Context: an optimization exercise on an open-source flow, tuned for small area, a short achievable clock period and few clock cycles per item. The choices shown serve that exercise and are no tape-out recipe.
At most, simulation tests tie the RTL to the original design; equivalence was not proved.

== 05-26 ==
## bch
module bch (
	input  logic        i_clk,
	input  logic        i_arst_n,
	input  logic        i_set,
	input  logic [63:0] i_data,
	output logic        o_ready,
	output logic        o_finish,
	output logic [9:0]  o_data
);
For scale: roughly 140 flip-flops.
clock: 6.5 ns
lec_check: 0
abc_area: 0
abc_clock_period_in_ps: 2700
cap_margin: 20
core_margin: 2
core_utilization: 40
setup_slack_margin: 3.8
slew_margin: 20
standard.sh (not shown) runs the stock make flow with config.mk's settings and CLKGATE_MAP_FILE= SYNTH_SCRIPT=/design/flow/synth_recipe.tcl, a recipe that flattens the netlist after the stock synthesis.
==> flow/flow/run.sh <==
#!/bin/bash
# Standard layout, but the port buffers are sky130_fd_sc_hd__buf_4 instead of the delay
# buffer buffer_ports picks by default. Everything else is the standard flow's own flow (standard.sh).
set -euo pipefail
bash standard.sh "BUFFER_PORTS_ARGS=-buffer_cell sky130_fd_sc_hd__buf_4" finish > standard.log 2>&1
Testbench counts of 05-26, summed over its fixed seeds: cycles 3,193, items 192.
Inputs modified between 05-26 and 02-08:
-- flow/config.mk --
<<< 05-26, line 7
export LEC_CHECK = 0
export ABC_AREA = 0
export ABC_CLOCK_PERIOD_IN_PS = 2700
export CAP_MARGIN = 20
>>> 02-08, line 7
export LEC_CHECK = 0
export ABC_AREA = 1
export CAP_MARGIN = 20
<<< 05-26, line 14
export SLEW_MARGIN = 20
>>> 02-08, line 13
export SLEW_MARGIN = 20
export TNS_END_PERCENT = 10
Results
02-08 vs 05-26, startpoint-to-endpoint class of the critical path: in2reg vs reg2reg
Compared with 05-26, 02-08 shows a share of the final layout cell area in sequential cells that is 0.98 points higher.
Mean instance size in the synthesized netlist, 05-26 and 02-08: larger value in 05-26
Delta (02-08 minus 05-26): synthesized area went up by 4.6%, part of the cycle the worst path needs moved down, die boundary height grew by about 2.2%.

* * *

bch, a different RTL version from the one above (not shown whole).
For scale: about 120 flip-flops, ~79 I/O pins, about 12000 um^2 of cells after synthesis.
Settings: LEC_CHECK=0, ABC_AREA=1, CAP_MARGIN=20, CORE_MARGIN=2, CORE_UTILIZATION=40, CTS_BUF_LIST=sky130_fd_sc_hd__clkbuf_4 sky130_fd_sc_hd__clkbuf_8, CTS_CLUSTER_SIZE=40, SETUP_SLACK_MARGIN=3.8, SLEW_MARGIN=20; clock period 6.5 ns.
==> flow/flow/run.sh <==
#!/bin/bash
# Standard layout, but the port buffers are sky130_fd_sc_hd__buf_2 instead of the delay
# buffer buffer_ports picks by default. Everything else is the standard flow's own flow (standard.sh).
set -euo pipefail
bash standard.sh "BUFFER_PORTS_ARGS=-buffer_cell sky130_fd_sc_hd__buf_2" finish > standard.log 2>&1
Next try:
Settings changed: CTS_BUF_LIST sky130_fd_sc_hd__clkbuf_4 sky130_fd_sc_hd__clkbuf_8 to not set, CTS_CLUSTER_SIZE 40 to not set.
The changed run ran to the end with no violations.
Synthesized area is unchanged.
Die area stays the same.
Critical path depth decreases by 6.
Next try:
Settings changed: CTS_BUF_LIST set to sky130_fd_sc_hd__clkbuf_4 sky130_fd_sc_hd__clkbuf_8, CTS_CLUSTER_SIZE set to 30.
The changed run passed the timing, design-rule and antenna checks.
Worst setup slack improves by 0.0046 ns.
Routed wire length went up by 0.97%.
Via count increases by 0.53%.
Synthesized area is unchanged.
Cell area stays flat.
Sequential cell count is unchanged.
Hold slack improves by 0.0052 ns.
Core utilization hardly moves.
Function was not checked in any run of this note: the RTL went through the layout flow alone.

* * *

bch, a different RTL version from the one above (not shown whole).
Size: roughly 1900 cells after synthesis, ~130 flip-flops, roughly 79 I/O pins, ~13000 um2 of cells after synthesis.
clock: 6.5 ns
lec_check: 0
abc_area: 1
cap_margin: 20
core_margin: 2
core_utilization: 40
setup_slack_margin: 3.8
slew_margin: 20
Scripts as last shown in full above: flow/flow/run.sh
The starting point ran to the end with no violations.
Testbench counts at the start, summed over its fixed seeds: cycles 3,193, items 192.
Then changed:
==> flow/flow/run.sh (replaced) <==
#!/bin/bash
# Standard layout, but the port buffers are sky130_fd_sc_hd__buf_4 instead of the delay
# buffer buffer_ports picks by default. Everything else is the standard flow's own flow (standard.sh).
set -euo pipefail
bash standard.sh "BUFFER_PORTS_ARGS=-buffer_cell sky130_fd_sc_hd__buf_4" finish > standard.log 2>&1
=>
- global-route usage goes up by 0.39 points
- clock-buffer cell count goes down by 1
- worst setup slack improved by 30 ps
- via count hardly moves
- routed wire length goes up by a few percent
- maximum frequency goes up slightly

* * *

Setup of maple:
bch, a different RTL version from the one above (not shown whole).
Size: ~0.015 mm2 of cells after synthesis.
make LEC_CHECK=0 ABC_AREA=1 CAP_MARGIN=20 CORE_MARGIN=2 CORE_UTILIZATION=40 SETUP_SLACK_MARGIN=3.0 SLEW_MARGIN=20 finish   # period 6.5 ns
run.sh (not shown) runs the stock make flow with config.mk's settings and CLKGATE_MAP_FILE= SYNTH_SCRIPT=/design/flow/synth_recipe.tcl, a recipe that flattens the netlist after the stock synthesis.
Stock flow here: none of the scripts above is used.
maple closes out successfully: all stages finished, all timing, DRC and antenna checks passed.
Modified inputs, amber compared to maple
# maple
export LEC_CHECK = 0
export ABC_AREA = 1
export CAP_MARGIN = 20
export CORE_MARGIN = 2
export CORE_UTILIZATION = 40
export SETUP_SLACK_MARGIN = 3.0
export SLEW_MARGIN = 20
create_clock -name core_clock -period 6.5 [get_ports {i_clk}]
# amber
export LEC_CHECK = 0
export ABC_AREA = 1
export CAP_MARGIN = 20
export CORE_MARGIN = 2
export CORE_UTILIZATION = 60
export SETUP_SLACK_MARGIN = 3.0
export SLEW_MARGIN = 20
create_clock -name core_clock -period 6.5 [get_ports {i_clk}]
--- outcome ---
amber vs. maple: share of the cycle needed by the critical path after routing now larger; non-clock buffer count down about 2%.
Min delay of the slowest cell on the worst path across maple and amber: amber
Higher area added between synthesis and finish among maple and amber: maple
Going from maple to amber, the vertical extent of the die was found to have gone down by 18%.
No functional check of the RTL was part of any run of this note.

* * *

Another version of the RTL of bch (not shown whole).
Size in the first run: ~1800 cells after synthesis, about 120 flip-flops, about 79 I/O pins.
Settings: LEC_CHECK=0, ABC_AREA=1, CAP_MARGIN=20, CORE_MARGIN=2, CORE_UTILIZATION=40, CTS_BUF_LIST=sky130_fd_sc_hd__clkbuf_4 sky130_fd_sc_hd__clkbuf_8, CTS_CLUSTER_SIZE=30, SETUP_SLACK_MARGIN=3.75, SLEW_MARGIN=20; clock period 6.5 ns.
standard.sh (not shown) runs the stock make flow with config.mk's settings and CLKGATE_MAP_FILE= SYNTH_SCRIPT=/design/flow/synth_recipe.tcl, a recipe that flattens the netlist after the stock synthesis.
==> flow/flow/run.sh <==
#!/bin/bash
# Standard layout, but the port buffers are sky130_fd_sc_hd__buf_2 instead of the delay
# buffer buffer_ports picks by default. Everything else is the standard flow's own flow (standard.sh).
set -euo pipefail
bash standard.sh "BUFFER_PORTS_ARGS=-buffer_cell sky130_fd_sc_hd__buf_2" finish > standard.log 2>&1
Testbench counts at the start, summed over its fixed seeds: cycles 3,193, items 192.
==> next run, changes <==
CORE_UTILIZATION = 50   (was 40)
SETUP_SLACK_MARGIN = 3.8   (was 3.75)
Result: Clock skew grows by 0.0052 ns; routed wire length stays flat; synthesized cell count is unchanged.

* * *

== run 1 ==
Starting RTL as in the previous note.
clock: 6.5 ns
lec_check: 0
abc_area: 1
cap_margin: 20
core_margin: 2
core_utilization: 40
cts_buf_list: sky130_fd_sc_hd__clkbuf_4 sky130_fd_sc_hd__clkbuf_8
cts_cluster_size: 30
setup_slack_margin: 3.85
slew_margin: 20
Scripts as last shown in full above: flow/flow/run.sh
Testbench counts of run 1, summed over its fixed seeds: cycles 3,193, items 192.
## Diff of input files: run 2 against run 1
# run 1
export LEC_CHECK = 0
export ABC_AREA = 1
export CAP_MARGIN = 20
export CORE_MARGIN = 2
export CORE_UTILIZATION = 40
export CTS_BUF_LIST = sky130_fd_sc_hd__clkbuf_4 sky130_fd_sc_hd__clkbuf_8
export CTS_CLUSTER_SIZE = 30
export SETUP_SLACK_MARGIN = 3.85
export SLEW_MARGIN = 20
create_clock -name core_clock -period 6.5 [get_ports {i_clk}]
# run 2
export LEC_CHECK = 0
export ABC_AREA = 1
export CAP_MARGIN = 20
export CORE_MARGIN = 2
export CORE_UTILIZATION = 40
export CTS_BUF_LIST = sky130_fd_sc_hd__clkbuf_4 sky130_fd_sc_hd__clkbuf_8
export CTS_CLUSTER_SIZE = 30
export SETUP_SLACK_MARGIN = 3.8
export SLEW_MARGIN = 20
create_clock -name core_clock -period 6.5 [get_ports {i_clk}]
==> results.txt <==
When run 2 is set beside run 1, its post-detailed-route wirelength per cell turns out to be about 1.6% smaller. Looking only at number of non-clock buffers, and setting everything else aside, the lower value of run 1 and run 2 goes to run 2.
Input-level comparison between run 3 and run 2:
# run 2
export LEC_CHECK = 0
export ABC_AREA = 1
export CAP_MARGIN = 20
export CORE_MARGIN = 2
export CORE_UTILIZATION = 40
export CTS_BUF_LIST = sky130_fd_sc_hd__clkbuf_4 sky130_fd_sc_hd__clkbuf_8
export CTS_CLUSTER_SIZE = 30
export SETUP_SLACK_MARGIN = 3.8
export SLEW_MARGIN = 20
create_clock -name core_clock -period 6.5 [get_ports {i_clk}]
# run 3
export LEC_CHECK = 0
export ABC_AREA = 1
export CAP_MARGIN = 20
export CORE_MARGIN = 2
export CORE_UTILIZATION = 40
export SETUP_SLACK_MARGIN = 3.8
export SLEW_MARGIN = 20
create_clock -name core_clock -period 6.5 [get_ports {i_clk}]
--- outcome ---
Across both runs, insertion delay to the later sink of the worst-skew pair was lower for run 3 than for run 2. Post-layout instance count excluding filler cells: run 3 vs run 2 — no meaningful difference.

[separate check: timing with driven ports]
In the flow no input, the clock included, has a driving cell. The finished layouts below were timed again as built, in two steps.
Step 1 sets driving cells, clkbuf_16 on the clock port and buf_2 on the other inputs (assumed; they add their load-dependent delay and slew).
Step 2 adds t to the input delays and takes it off the output delays; t is the mean of the earliest and latest rising clock arrival at the registers after step 1. Input paths then give back, and output paths get back, about the clock's delay inside the block.
a / b / c = no drivers / after step 1 / after step 2; a / b = the first two.
run	shift t [ns]	setup WS [ns]	worst setup path at the end
05-26	0.481	3.606 / 3.606 / 3.396	input to register
02-08	0.461	3.750 / 3.761 / 3.300	input to register
the first run of note 2	0.465	3.741 / 3.741 / 3.317	input to register
the second run of note 2	0.462	3.737 / 3.757 / 3.295	input to register
the third run of note 2	0.465	3.741 / 3.741 / 3.317	input to register
the first run of note 3	0.457	3.830 / 3.830 / 3.422	input to register
the second run of note 3	0.469	3.860 / 3.839 / 3.410	input to register
maple	0.479	3.212 / 3.240 / 2.762	input to register
amber	0.458	3.119 / 3.141 / 2.689	input to register
the first run of note 5	0.476	3.727 / 3.740 / 3.264	input to register
the second run of note 5	0.492	3.805 / 3.809 / 3.338	input to register
run 1	0.472	3.836 / 3.836 / 3.381	input to register
run 2	0.475	3.823 / 3.838 / 3.364	input to register
run 3	0.456	3.824 / 3.843 / 3.390	input to register
After both steps every run listed still meets setup and hold. For the second run of note 5, which loses most, drivers alone change the setup slack by +0.004 ns; drivers and shift together by -0.467 ns.
